What follows belongs to an exercise in optimizing a design on an open flow for small area; a production flow would make more cautious choices. Function was checked by simulation only, so behaviour that the tests miss may differ from the original.

==> 03-19: inputs <==
==> flow/design.v <==
module id_stage #(
  parameter logic [31:0] NOP_INSTR = 32'h00000013,
  parameter bit          REG_RESET = 1'b1
) (
  input  logic        clk,
  input  logic        rst,
  input  logic [31:0] if_pc,
  input  logic [31:0] if_instr,
  input  logic        if_valid,
  input  logic        flush,
  input  logic        ex_stall,
  input  logic        ex_mem_read,
  input  logic [4:0]  ex_rd,
  input  logic        wb_we,
  input  logic [4:0]  wb_rd,
  input  logic [31:0] wb_data,
  output logic        stall_out,
  output logic        id_valid,
  output logic [31:0] id_pc,
  output logic [6:0]  id_opcode,
  output logic [2:0]  id_funct3,
  output logic [6:0]  id_funct7,
  output logic [4:0]  id_rs1,
  output logic [4:0]  id_rs2,
  output logic [4:0]  id_rd,
  output logic [31:0] id_imm,
  output logic [31:0] id_rs1_data,
  output logic [31:0] id_rs2_data,
  output logic        id_illegal
);
  localparam logic [6:0] OPC_LUI    = 7'b0110111;
  localparam logic [6:0] OPC_AUIPC  = 7'b0010111;
  localparam logic [6:0] OPC_JAL    = 7'b1101111;
  localparam logic [6:0] OPC_JALR   = 7'b1100111;
  localparam logic [6:0] OPC_BRANCH = 7'b1100011;
  localparam logic [6:0] OPC_LOAD   = 7'b0000011;
  localparam logic [6:0] OPC_STORE  = 7'b0100011;
  localparam logic [6:0] OPC_OPIMM  = 7'b0010011;
  localparam logic [6:0] OPC_OP     = 7'b0110011;
  localparam logic [6:0] OPC_FENCE  = 7'b0001111;
  localparam logic [6:0] OPC_SYSTEM = 7'b1110011;
  logic [31:0] pc_q;
  logic [31:0] instr_q;
  logic        valid_q;
  logic [31:0] rf_q [1:31];
  logic        use_rs1, use_rs2, known_op, hazard, hold;
  logic [31:0] imm;
  assign id_opcode = instr_q[6:0];
  assign id_rd     = instr_q[11:7];
  assign id_funct3 = instr_q[14:12];
  assign id_rs1    = instr_q[19:15];
  assign id_rs2    = instr_q[24:20];
  assign id_funct7 = instr_q[31:25];
  always_comb begin
    use_rs1  = 1'b0;
    use_rs2  = 1'b0;
    known_op = 1'b1;
    imm      = '0;
    case (id_opcode)
      OPC_JALR, OPC_LOAD, OPC_OPIMM: begin
        use_rs1 = 1'b1;
        imm     = {{20{instr_q[31]}}, instr_q[31:20]};
      end
      OPC_FENCE, OPC_SYSTEM: imm = {{20{instr_q[31]}}, instr_q[31:20]};
      OPC_OP: begin
        use_rs1 = 1'b1;
        use_rs2 = 1'b1;
      end
      OPC_STORE: begin
        use_rs1 = 1'b1;
        use_rs2 = 1'b1;
        imm     = {{20{instr_q[31]}}, instr_q[31:25], instr_q[11:7]};
      end
      OPC_BRANCH: begin
        use_rs1 = 1'b1;
        use_rs2 = 1'b1;
        imm     = {{19{instr_q[31]}}, instr_q[31], instr_q[7], instr_q[30:25],
                   instr_q[11:8], 1'b0};
      end
      OPC_LUI, OPC_AUIPC: imm = {instr_q[31:12], 12'b0};
      OPC_JAL: imm = {{11{instr_q[31]}}, instr_q[31], instr_q[19:12], instr_q[20],
                      instr_q[30:21], 1'b0};
      default: known_op = 1'b0;
    endcase
  end
  assign hazard = valid_q & ex_mem_read & (ex_rd != 5'd0) &
                  ((use_rs1 & (ex_rd == id_rs1)) | (use_rs2 & (ex_rd == id_rs2)));
  assign hold      = ex_stall | hazard;
  assign stall_out = hold;
  assign id_valid  = valid_q & ~hazard;
  assign id_pc     = pc_q;
  assign id_imm    = imm;
  assign id_illegal = valid_q & ~known_op;
  logic clr, keep, cap;
  assign clr  = rst | flush;
  assign keep = ~clr & hold;
  assign cap  = ~clr & ~hold;
  logic [31:0] pc_d, instr_d;
  logic        valid_d;
  for (genvar b = 0; b < 32; b++) begin : g_ifid
    idst_ao22 u_pc (.a1(pc_q[b]), .a2(keep), .b1(if_pc[b]), .b2(cap), .x(pc_d[b]));
    if (NOP_INSTR[b]) begin : g_one
      idst_ao221 u_in (.a1(instr_q[b]), .a2(keep), .b1(if_instr[b]), .b2(cap), .c1(clr),
                       .x(instr_d[b]));
    end else begin : g_zero
      idst_ao22 u_in (.a1(instr_q[b]), .a2(keep), .b1(if_instr[b]), .b2(cap), .x(instr_d[b]));
    end
  end
  idst_ao22 u_valid (.a1(valid_q), .a2(keep), .b1(if_valid), .b2(cap), .x(valid_d));
  always_ff @(posedge clk) begin
    pc_q    <= pc_d;
    instr_q <= instr_d;
    valid_q <= valid_d;
  end
  logic [31:1] wsel, hold_w, load_w;
  always_comb
    for (int i = 1; i < 32; i++) wsel[i] = wb_we & (wb_rd == 5'(i));
  assign hold_w = ~wsel & {31{~rst}};
  assign load_w = wsel & {31{~rst}};
  logic [31:0] rf_d [1:31];
  for (genvar i = 1; i < 32; i++) begin : g_word
    for (genvar b = 0; b < 32; b++) begin : g_bit
      idst_ao22 u_w (.a1(rf_q[i][b]), .a2(hold_w[i]), .b1(wb_data[b]), .b2(load_w[i]),
                     .x(rf_d[i][b]));
    end
  end
  always_ff @(posedge clk)
    for (int i = 1; i < 32; i++) rf_q[i] <= rf_d[i];
  logic        byp1, byp2;
  logic [3:0]  hi1, hi2;
  logic [7:0]  lo1, lo2;
  logic [31:1] sel1, sel2;
  assign byp1 = wb_we & (wb_rd == id_rs1) & (id_rs1 != 5'd0);
  assign byp2 = wb_we & (wb_rd == id_rs2) & (id_rs2 != 5'd0);
  always_comb begin
    for (int h = 0; h < 4; h++) begin
      hi1[h] = (id_rs1[4:3] == 2'(h));
      hi2[h] = (id_rs2[4:3] == 2'(h));
    end
    for (int l = 0; l < 8; l++) begin
      lo1[l] = (id_rs1[2:0] == 3'(l));
      lo2[l] = (id_rs2[2:0] == 3'(l));
    end
    for (int i = 1; i < 32; i++) begin
      sel1[i] = hi1[i / 8] & lo1[i % 8];
      sel2[i] = hi2[i / 8] & lo2[i % 8];
    end
  end
  logic [31:0] wb_data_n;
  assign wb_data_n = ~wb_data;
  for (genvar b = 0; b < 32; b++) begin : g_rd
    logic [9:0] n1, n2;
    for (genvar g = 0; g < 10; g++) begin : g_grp
      idst_aoi222 u_r1 (.a1(sel1[3*g+1]), .a2(rf_q[3*g+1][b]), .b1(sel1[3*g+2]), .b2(rf_q[3*g+2][b]),
                        .c1(sel1[3*g+3]), .c2(rf_q[3*g+3][b]), .y(n1[g]));
      idst_aoi222 u_r2 (.a1(sel2[3*g+1]), .a2(rf_q[3*g+1][b]), .b1(sel2[3*g+2]), .b2(rf_q[3*g+2][b]),
                        .c1(sel2[3*g+3]), .c2(rf_q[3*g+3][b]), .y(n2[g]));
    end
    idst_rdout u_o1 (.n(n1), .s(sel1[31]), .q(rf_q[31][b]), .byp(byp1), .wn(wb_data_n[b]),
                     .x(id_rs1_data[b]));
    idst_rdout u_o2 (.n(n2), .s(sel2[31]), .q(rf_q[31][b]), .byp(byp2), .wn(wb_data_n[b]),
                     .x(id_rs2_data[b]));
  end
endmodule
module idst_ao22 (input logic a1, a2, b1, b2, output logic x);
  assign x = (a1 & a2) | (b1 & b2);
endmodule
module idst_ao221 (input logic a1, a2, b1, b2, c1, output logic x);
  assign x = (a1 & a2) | (b1 & b2) | c1;
endmodule
module idst_aoi222 (input logic a1, a2, b1, b2, c1, c2, output logic y);
  assign y = ~((a1 & a2) | (b1 & b2) | (c1 & c2));
endmodule
module idst_nand4 (input logic a, b, c, d, output logic y);
  assign y = ~(a & b & c & d);
endmodule
module idst_rdout (input logic [9:0] n, input logic s, q, byp, wn, output logic x);
  logic t1, t2, m, u, rn;
  idst_nand4 u_t1 (.a(n[0]), .b(n[1]), .c(n[2]), .d(n[3]), .y(t1));
  idst_nand4 u_t2 (.a(n[4]), .b(n[5]), .c(n[6]), .d(n[7]), .y(t2));
  idst_nand2 u_m  (.a(s), .b(q), .y(m));
  idst_nand3 u_u  (.a(n[8]), .b(n[9]), .c(m), .y(u));
  idst_nor3  u_r  (.a(t1), .b(t2), .c(u), .y(rn));
  idst_mux2i u_x  (.a0(rn), .a1(wn), .s(byp), .y(x));
endmodule
module idst_nand2 (input logic a, b, output logic y);
  assign y = ~(a & b);
endmodule
module idst_nand3 (input logic a, b, c, output logic y);
  assign y = ~(a & b & c);
endmodule
module idst_nor3 (input logic a, b, c, output logic y);
  assign y = ~(a | b | c);
endmodule
module idst_mux2i (input logic a0, a1, s, output logic y);
  assign y = ~(s ? a1 : a0);
endmodule
==> flow/flow/run.sh <==
#!/bin/bash
# The standard layout (the standard.sh, standard synthesis unchanged) with two changes:
# every port is buffered by the smallest buffer cell, and clock tree sinks are clustered
# in larger groups without dummy loads. ORFS's own per-step logs stay under orfs/logs;
# make's output goes to standard.log.
set -euo pipefail
export BUFFER_PORTS_ARGS="-buffer_cell sky130_fd_sc_hd__buf_1"
export CTS_ARGS="-sink_clustering_enable -repair_clock_nets -sink_clustering_size 30 -sink_clustering_max_diameter 80 -dont_use_dummy_load"
bash standard.sh > standard.log 2>&1
==> flow/standard.sh <==
#!/bin/bash
# synth_recipe.tcl (not shown) runs the flow's synth.tcl, then flattens the netlist and writes it again
# the make line also repeats each setting of config.mk as NAME=value (left out here)
make -C /OpenROAD-flow-scripts/flow DESIGN_CONFIG=/design/flow/config.mk WORK_HOME=/design/flow/orfs CLKGATE_MAP_FILE= SYNTH_SCRIPT=/design/flow/synth_recipe.tcl "${@:-finish}"
==> flow/config.mk <==
export PLATFORM = sky130hd
export DESIGN_NAME = id_stage
export DESIGN_NICKNAME = id_stage
export VERILOG_FILES = /design/flow/design.v
export SDC_FILE = /design/flow/constraint.sdc
export NUM_CORES = 4
export LEC_CHECK = 0
export CAP_MARGIN = 10
export CORE_MARGIN = 2
export CORE_UTILIZATION = 50
export SLEW_MARGIN = 10
export SYNTH_HIERARCHICAL = 1
==> flow/constraint.sdc <==
create_clock -name core_clock -period 6.0 [get_ports {clk}]
set_input_delay 1.2000 -clock core_clock [delete_from_list [all_inputs] [get_ports {clk}]]
set_output_delay 1.2000 -clock core_clock [all_outputs]
set_load 0.01 [all_outputs]
==> inputs of 01-05, as changes to 03-19 <==
==> flow/design.v, changed modules only <==
module id_stage #(
  parameter logic [31:0] NOP_INSTR = 32'h00000013,
  parameter bit          REG_RESET = 1'b1
) (
  input  logic        clk,
  input  logic        rst,
  input  logic [31:0] if_pc,
  input  logic [31:0] if_instr,
  input  logic        if_valid,
  input  logic        flush,
  input  logic        ex_stall,
  input  logic        ex_mem_read,
  input  logic [4:0]  ex_rd,
  input  logic        wb_we,
  input  logic [4:0]  wb_rd,
  input  logic [31:0] wb_data,
  output logic        stall_out,
  output logic        id_valid,
  output logic [31:0] id_pc,
  output logic [6:0]  id_opcode,
  output logic [2:0]  id_funct3,
  output logic [6:0]  id_funct7,
  output logic [4:0]  id_rs1,
  output logic [4:0]  id_rs2,
  output logic [4:0]  id_rd,
  output logic [31:0] id_imm,
  output logic [31:0] id_rs1_data,
  output logic [31:0] id_rs2_data,
  output logic        id_illegal
);
  localparam logic [6:0] OPC_LUI    = 7'b0110111;
  localparam logic [6:0] OPC_AUIPC  = 7'b0010111;
  localparam logic [6:0] OPC_JAL    = 7'b1101111;
  localparam logic [6:0] OPC_JALR   = 7'b1100111;
  localparam logic [6:0] OPC_BRANCH = 7'b1100011;
  localparam logic [6:0] OPC_LOAD   = 7'b0000011;
  localparam logic [6:0] OPC_STORE  = 7'b0100011;
  localparam logic [6:0] OPC_OPIMM  = 7'b0010011;
  localparam logic [6:0] OPC_OP     = 7'b0110011;
  localparam logic [6:0] OPC_FENCE  = 7'b0001111;
  localparam logic [6:0] OPC_SYSTEM = 7'b1110011;
  logic [31:0] pc_q;
  logic [31:0] instr_q;
  logic        valid_q;
  logic [31:0] rf_q [1:31];
  logic        use_rs1, use_rs2, known_op, hazard, hold;
  logic [31:0] imm;
  assign id_opcode = instr_q[6:0];
  assign id_rd     = instr_q[11:7];
  assign id_funct3 = instr_q[14:12];
  assign id_rs1    = instr_q[19:15];
  assign id_rs2    = instr_q[24:20];
  assign id_funct7 = instr_q[31:25];
  always_comb begin
    use_rs1  = 1'b0;
    use_rs2  = 1'b0;
    known_op = 1'b1;
    imm      = '0;
    case (id_opcode)
      OPC_JALR, OPC_LOAD, OPC_OPIMM: begin
        use_rs1 = 1'b1;
        imm     = {{20{instr_q[31]}}, instr_q[31:20]};
      end
      OPC_FENCE, OPC_SYSTEM: imm = {{20{instr_q[31]}}, instr_q[31:20]};
      OPC_OP: begin
        use_rs1 = 1'b1;
        use_rs2 = 1'b1;
      end
      OPC_STORE: begin
        use_rs1 = 1'b1;
        use_rs2 = 1'b1;
        imm     = {{20{instr_q[31]}}, instr_q[31:25], instr_q[11:7]};
      end
      OPC_BRANCH: begin
        use_rs1 = 1'b1;
        use_rs2 = 1'b1;
        imm     = {{19{instr_q[31]}}, instr_q[31], instr_q[7], instr_q[30:25],
                   instr_q[11:8], 1'b0};
      end
      OPC_LUI, OPC_AUIPC: imm = {instr_q[31:12], 12'b0};
      OPC_JAL: imm = {{11{instr_q[31]}}, instr_q[31], instr_q[19:12], instr_q[20],
                      instr_q[30:21], 1'b0};
      default: known_op = 1'b0;
    endcase
  end
  assign hazard = valid_q & ex_mem_read & (ex_rd != 5'd0) &
                  ((use_rs1 & (ex_rd == id_rs1)) | (use_rs2 & (ex_rd == id_rs2)));
  assign hold      = ex_stall | hazard;
  assign stall_out = hold;
  assign id_valid  = valid_q & ~hazard;
  assign id_pc     = pc_q;
  assign id_imm    = imm;
  assign id_illegal = valid_q & ~known_op;
  logic clr, keep, cap;
  assign clr  = rst | flush;
  assign keep = ~clr & hold;
  assign cap  = ~clr & ~hold;
  logic [31:0] pc_d, instr_d;
  logic        valid_d;
  for (genvar b = 0; b < 32; b++) begin : g_ifid
    idst_ao22 u_pc (.a1(pc_q[b]), .a2(keep), .b1(if_pc[b]), .b2(cap), .x(pc_d[b]));
    if (NOP_INSTR[b]) begin : g_one
      idst_ao221 u_in (.a1(instr_q[b]), .a2(keep), .b1(if_instr[b]), .b2(cap), .c1(clr),
                       .x(instr_d[b]));
    end else begin : g_zero
      idst_ao22 u_in (.a1(instr_q[b]), .a2(keep), .b1(if_instr[b]), .b2(cap), .x(instr_d[b]));
    end
  end
  idst_ao22 u_valid (.a1(valid_q), .a2(keep), .b1(if_valid), .b2(cap), .x(valid_d));
  always_ff @(posedge clk) begin
    pc_q    <= pc_d;
    instr_q <= instr_d;
    valid_q <= valid_d;
  end
  logic [31:1] wsel, hold_w, load_w;
  always_comb
    for (int i = 1; i < 32; i++) wsel[i] = wb_we & (wb_rd == 5'(i));
  assign hold_w = ~wsel & {31{~rst}};
  assign load_w = wsel & {31{~rst}};
  logic [31:0] rf_d [1:31];
  for (genvar i = 1; i < 32; i++) begin : g_word
    for (genvar b = 0; b < 32; b++) begin : g_bit
      idst_ao22 u_w (.a1(rf_q[i][b]), .a2(hold_w[i]), .b1(wb_data[b]), .b2(load_w[i]),
                     .x(rf_d[i][b]));
    end
  end
  always_ff @(posedge clk)
    for (int i = 1; i < 32; i++) rf_q[i] <= rf_d[i];
  logic [31:1] dec1, dec2;
  logic [31:0] sel1, sel2;
  always_comb begin
    for (int i = 1; i < 32; i++) begin
      dec1[i] = (id_rs1 == 5'(i));
      dec2[i] = (id_rs2 == 5'(i));
    end
    sel1 = {dec1 & ~wsel, |(dec1 & wsel)};
    sel2 = {dec2 & ~wsel, |(dec2 & wsel)};
  end
  logic [31:0] term [32];
  always_comb begin
    term[0] = wb_data;
    for (int i = 1; i < 32; i++) term[i] = rf_q[i];
  end
  for (genvar b = 0; b < 32; b++) begin : g_rd
    logic [10:0] n1, n2;
    for (genvar g = 0; g < 10; g++) begin : g_grp
      idst_aoi222 u_r1 (.a1(sel1[3*g]), .a2(term[3*g][b]), .b1(sel1[3*g+1]), .b2(term[3*g+1][b]),
                        .c1(sel1[3*g+2]), .c2(term[3*g+2][b]), .y(n1[g]));
      idst_aoi222 u_r2 (.a1(sel2[3*g]), .a2(term[3*g][b]), .b1(sel2[3*g+1]), .b2(term[3*g+1][b]),
                        .c1(sel2[3*g+2]), .c2(term[3*g+2][b]), .y(n2[g]));
    end
    idst_aoi22 u_r1 (.a1(sel1[30]), .a2(term[30][b]), .b1(sel1[31]), .b2(term[31][b]), .y(n1[10]));
    idst_aoi22 u_r2 (.a1(sel2[30]), .a2(term[30][b]), .b1(sel2[31]), .b2(term[31][b]), .y(n2[10]));
    assign id_rs1_data[b] = ~&n1;
    assign id_rs2_data[b] = ~&n2;
  end
endmodule
module idst_aoi22 (input logic a1, a2, b1, b2, output logic y);
  assign y = ~((a1 & a2) | (b1 & b2));
endmodule
// module idst_nand4 removed
// module idst_rdout removed
// module idst_nand2 removed
// module idst_nand3 removed
// module idst_nor3 removed
// module idst_mux2i removed
==> flow/flow/run.sh (replaced) <==
#!/bin/bash
# The standard layout, with every port buffered by the smallest buffer cell.
set -euo pipefail
export BUFFER_PORTS_ARGS="-buffer_cell sky130_fd_sc_hd__buf_1"
bash standard.sh > standard.log 2>&1
CAP_MARGIN = 20   (was 10)
CORE_UTILIZATION = 40   (was 50)
CTS_BUF_LIST = sky130_fd_sc_hd__clkbuf_4 sky130_fd_sc_hd__clkbuf_8   (was default)
SLEW_MARGIN = 20   (was 10)
==> inputs of 10-17, as changes to 03-19 <==
==> flow/design.v, changed modules only <==
module id_stage #(
  parameter logic [31:0] NOP_INSTR = 32'h00000013,
  parameter bit          REG_RESET = 1'b1
) (
  input  logic        clk,
  input  logic        rst,
  input  logic [31:0] if_pc,
  input  logic [31:0] if_instr,
  input  logic        if_valid,
  input  logic        flush,
  input  logic        ex_stall,
  input  logic        ex_mem_read,
  input  logic [4:0]  ex_rd,
  input  logic        wb_we,
  input  logic [4:0]  wb_rd,
  input  logic [31:0] wb_data,
  output logic        stall_out,
  output logic        id_valid,
  output logic [31:0] id_pc,
  output logic [6:0]  id_opcode,
  output logic [2:0]  id_funct3,
  output logic [6:0]  id_funct7,
  output logic [4:0]  id_rs1,
  output logic [4:0]  id_rs2,
  output logic [4:0]  id_rd,
  output logic [31:0] id_imm,
  output logic [31:0] id_rs1_data,
  output logic [31:0] id_rs2_data,
  output logic        id_illegal
);
  localparam logic [6:0] OPC_LUI    = 7'b0110111;
  localparam logic [6:0] OPC_AUIPC  = 7'b0010111;
  localparam logic [6:0] OPC_JAL    = 7'b1101111;
  localparam logic [6:0] OPC_JALR   = 7'b1100111;
  localparam logic [6:0] OPC_BRANCH = 7'b1100011;
  localparam logic [6:0] OPC_LOAD   = 7'b0000011;
  localparam logic [6:0] OPC_STORE  = 7'b0100011;
  localparam logic [6:0] OPC_OPIMM  = 7'b0010011;
  localparam logic [6:0] OPC_OP     = 7'b0110011;
  localparam logic [6:0] OPC_FENCE  = 7'b0001111;
  localparam logic [6:0] OPC_SYSTEM = 7'b1110011;
  logic [31:0] pc_q;
  logic [31:0] instr_q;
  logic        valid_q;
  logic [31:0] rf_q [1:31];
  logic        use_rs1, use_rs2, known_op, hazard, hold;
  logic [31:0] imm;
  assign id_opcode = instr_q[6:0];
  assign id_rd     = instr_q[11:7];
  assign id_funct3 = instr_q[14:12];
  assign id_rs1    = instr_q[19:15];
  assign id_rs2    = instr_q[24:20];
  assign id_funct7 = instr_q[31:25];
  always_comb begin
    use_rs1  = 1'b0;
    use_rs2  = 1'b0;
    known_op = 1'b1;
    imm      = '0;
    case (id_opcode)
      OPC_JALR, OPC_LOAD, OPC_OPIMM: begin
        use_rs1 = 1'b1;
        imm     = {{20{instr_q[31]}}, instr_q[31:20]};
      end
      OPC_FENCE, OPC_SYSTEM: imm = {{20{instr_q[31]}}, instr_q[31:20]};
      OPC_OP: begin
        use_rs1 = 1'b1;
        use_rs2 = 1'b1;
      end
      OPC_STORE: begin
        use_rs1 = 1'b1;
        use_rs2 = 1'b1;
        imm     = {{20{instr_q[31]}}, instr_q[31:25], instr_q[11:7]};
      end
      OPC_BRANCH: begin
        use_rs1 = 1'b1;
        use_rs2 = 1'b1;
        imm     = {{19{instr_q[31]}}, instr_q[31], instr_q[7], instr_q[30:25],
                   instr_q[11:8], 1'b0};
      end
      OPC_LUI, OPC_AUIPC: imm = {instr_q[31:12], 12'b0};
      OPC_JAL: imm = {{11{instr_q[31]}}, instr_q[31], instr_q[19:12], instr_q[20],
                      instr_q[30:21], 1'b0};
      default: known_op = 1'b0;
    endcase
  end
  assign hazard = valid_q & ex_mem_read & (ex_rd != 5'd0) &
                  ((use_rs1 & (ex_rd == id_rs1)) | (use_rs2 & (ex_rd == id_rs2)));
  assign hold      = ex_stall | hazard;
  assign stall_out = hold;
  assign id_valid  = valid_q & ~hazard;
  assign id_pc     = pc_q;
  assign id_imm    = imm;
  assign id_illegal = valid_q & ~known_op;
  logic clr, keep, cap;
  assign clr  = rst | flush;
  assign keep = ~clr & hold;
  assign cap  = ~clr & ~hold;
  logic [31:0] pc_d, instr_d;
  logic        valid_d;
  for (genvar b = 0; b < 32; b++) begin : g_ifid
    idst_ao22 u_pc (.a1(pc_q[b]), .a2(keep), .b1(if_pc[b]), .b2(cap), .x(pc_d[b]));
    if (NOP_INSTR[b]) begin : g_one
      idst_ao221 u_in (.a1(instr_q[b]), .a2(keep), .b1(if_instr[b]), .b2(cap), .c1(clr),
                       .x(instr_d[b]));
    end else begin : g_zero
      idst_ao22 u_in (.a1(instr_q[b]), .a2(keep), .b1(if_instr[b]), .b2(cap), .x(instr_d[b]));
    end
  end
  idst_ao22 u_valid (.a1(valid_q), .a2(keep), .b1(if_valid), .b2(cap), .x(valid_d));
  always_ff @(posedge clk) begin
    pc_q    <= pc_d;
    instr_q <= instr_d;
    valid_q <= valid_d;
  end
  logic [3:0]  whi, whi_r, whi_o;
  logic [7:0]  wlo, wlo_o;
  always_comb begin
    for (int h = 0; h < 4; h++) begin
      whi[h]     = wb_we & (wb_rd[4:3] == 2'(h));
      whi_r[h]   = whi[h] & ~rst;
      whi_o[h]   = REG_RESET ? (whi[h] | rst) : whi_r[h];
    end
    for (int l = 0; l < 8; l++) begin
      wlo[l]   = (wb_rd[2:0] == 3'(l));
      wlo_o[l] = REG_RESET ? (wlo[l] | rst) : wlo[l];
    end
  end
  logic [31:1] hold_w [2];
  logic [31:1] load_w [2];
  for (genvar i = 1; i < 32; i++) begin : g_wdec
    for (genvar h = 0; h < 2; h++) begin : g_half
      idst_and2  u_ld (.a(whi_r[i / 8]), .b(wlo[i % 8]), .x(load_w[h][i]));
      idst_nand2 u_hd (.a(whi_o[i / 8]), .b(wlo_o[i % 8]), .y(hold_w[h][i]));
    end
  end
  logic [31:0] rf_d [1:31];
  for (genvar i = 1; i < 32; i++) begin : g_word
    for (genvar b = 0; b < 32; b++) begin : g_bit
      idst_ao22 u_w (.a1(rf_q[i][b]), .a2(hold_w[b / 16][i]), .b1(wb_data[b]),
                     .b2(load_w[b / 16][i]), .x(rf_d[i][b]));
    end
  end
  always_ff @(posedge clk)
    for (int i = 1; i < 32; i++) rf_q[i] <= rf_d[i];
  logic        byp1, byp2;
  logic [3:0]  hi1, hi2;
  logic [7:0]  lo1, lo2;
  always_comb begin
    for (int h = 0; h < 4; h++) begin
      hi1[h] = (id_rs1[4:3] == 2'(h));
      hi2[h] = (id_rs2[4:3] == 2'(h));
    end
    for (int l = 0; l < 8; l++) begin
      lo1[l] = (id_rs1[2:0] == 3'(l));
      lo2[l] = (id_rs2[2:0] == 3'(l));
    end
  end
  assign byp1 = wb_we & (wb_rd == id_rs1) & (id_rs1 != 5'd0);
  assign byp2 = wb_we & (wb_rd == id_rs2) & (id_rs2 != 5'd0);
  logic [31:1] sel1 [2];
  logic [31:1] sel2 [2];
  for (genvar i = 1; i < 32; i++) begin : g_rdec
    for (genvar h = 0; h < 2; h++) begin : g_half
      idst_and2 u_s1 (.a(hi1[i / 8]), .b(lo1[i % 8]), .x(sel1[h][i]));
      idst_and2 u_s2 (.a(hi2[i / 8]), .b(lo2[i % 8]), .x(sel2[h][i]));
    end
  end
  for (genvar b = 0; b < 32; b++) begin : g_rd
    logic [9:0] n1, n2;
    for (genvar g = 0; g < 10; g++) begin : g_grp
      idst_aoi222 u_r1 (.a1(sel1[b / 16][3*g+1]), .a2(rf_q[3*g+1][b]),
                        .b1(sel1[b / 16][3*g+2]), .b2(rf_q[3*g+2][b]),
                        .c1(sel1[b / 16][3*g+3]), .c2(rf_q[3*g+3][b]), .y(n1[g]));
      idst_aoi222 u_r2 (.a1(sel2[b / 16][3*g+1]), .a2(rf_q[3*g+1][b]),
                        .b1(sel2[b / 16][3*g+2]), .b2(rf_q[3*g+2][b]),
                        .c1(sel2[b / 16][3*g+3]), .c2(rf_q[3*g+3][b]), .y(n2[g]));
    end
    idst_rdout u_o1 (.n(n1), .s(sel1[b / 16][31]), .q(rf_q[31][b]), .byp(byp1), .byp_n(~byp1),
                     .w(wb_data[b]), .x(id_rs1_data[b]));
    idst_rdout u_o2 (.n(n2), .s(sel2[b / 16][31]), .q(rf_q[31][b]), .byp(byp2), .byp_n(~byp2),
                     .w(wb_data[b]), .x(id_rs2_data[b]));
  end
endmodule
module idst_rdout (input logic [9:0] n, input logic s, q, byp, byp_n, w, output logic x);
  logic t1, t2, m, u, r;
  idst_nand4 u_t1 (.a(n[0]), .b(n[1]), .c(n[2]), .d(n[3]), .y(t1));
  idst_nand4 u_t2 (.a(n[4]), .b(n[5]), .c(n[6]), .d(n[7]), .y(t2));
  idst_nand2 u_m  (.a(s), .b(q), .y(m));
  idst_nand3 u_u  (.a(n[8]), .b(n[9]), .c(m), .y(u));
  idst_or3   u_r  (.a(t1), .b(t2), .c(u), .x(r));
  idst_ao22  u_x  (.a1(r), .a2(byp_n), .b1(byp), .b2(w), .x(x));
endmodule
module idst_or3 (input logic a, b, c, output logic x);
  assign x = a | b | c;
endmodule
module idst_and2 (input logic a, b, output logic x);
  assign x = a & b;
endmodule
// module idst_nor3 removed
// module idst_mux2i removed
--- a/flow/flow/run.sh
+++ b/flow/flow/run.sh
@@ -7,3 +7,3 @@
 export BUFFER_PORTS_ARGS="-buffer_cell sky130_fd_sc_hd__buf_1"
-export CTS_ARGS="-sink_clustering_enable -repair_clock_nets -sink_clustering_size 30 -sink_clustering_max_diameter 80 -dont_use_dummy_load"
+export CTS_ARGS="-sink_clustering_enable -repair_clock_nets -sink_clustering_size 22 -sink_clustering_max_diameter 100 -dont_use_dummy_load"
 bash standard.sh > standard.log 2>&1
==> notes.md <==
* Area taken by flip-flops and latches at roughly 21,000 sq um
* CP peak stage delay at 770 ps
* Area Growth Syn to Fin at 23.0%
* Gate Count Post-Synth at approximately 3,500
* List of failed layout checks: negative setup slack
* Fin worst setup slack at -185 ps
* Final setup viols at 2
* Unrepaired setup endpoints after global routing: yes
* Layout cells sized above 1 at 19.5%
* Run status: finished with violations
* End point of the critical path: id_rs1_data[31]
[end of results for 01-05]
==> notes.md <==
* Area taken by flip-flops and latches at ~21,000 sq um
* CP peak stage delay at ~740 ps
* Layout cells sized above 1 at 3.76%
* Grt peak-use layer: met2
* Fin worst setup slack at roughly 170 ps
* F_max at between 150 and 200 MHz
* Gate Count Post-Synth at ~3,600
* Sequential cell area share at 46.1%
* Final setup viols at 0
* Run status: timing/DRC/antenna clean
* Area Growth Syn to Fin at 9.70%
* End point of the critical path: id_rs2_data[8]
* Cell taking the most area after synthesis: dfxtp_1
[end of results for 10-17]
==> notes.md <==
* Run status: timing/DRC/antenna clean
* Area Growth Syn to Fin at 14.2%
* Gate Count Post-Synth at between 3,000 and 4,000
* CP peak stage delay at just under 800 ps
* Final setup viols at 0
* Layout cells sized above 1 at between 10 and 15%
* Fin worst setup slack at roughly 340 ps
* End point of the critical path: id_rs1_data[23]
[end of results for 03-19]

==> port drivers added, routing unchanged <==
In the flow no input, the clock included, has a driving cell. The finished layouts below were timed again as built, in two steps. Step 1 sets driving cells, clkbuf_16 on the clock port and buf_2 on the other inputs (assumed; they add their load-dependent delay and slew). Step 2 adds t to the input delays and takes it off the output delays; t is the mean of the earliest and latest rising clock arrival at the registers after step 1. Input paths then give back, and output paths get back, about the clock's delay inside the block. Slacks: no drivers / after step 1 / after step 2; pairs: no drivers / after step 1.
| run | t, ns | setup WS [ns] | hold WS [ns] | worst setup path after step 2 | worst register clock-pin slew, ns |
|---|---|---|---|---|---|
| 03-19 | 0.710 | 0.344 / 0.271 / 0.981 | 0.496 / 0.496 / 0.496 | register to output | 0.12 / 0.12 |
| 01-05 | 0.933 | -0.185 / -0.255 / -0.184 | 0.484 / 0.484 / 0.484 | input to output | 0.07 / 0.07 |
| 10-17 | 0.733 | 0.174 / 0.099 / 0.832 | 0.491 / 0.491 / 0.491 | register to output | 0.10 / 0.10 |
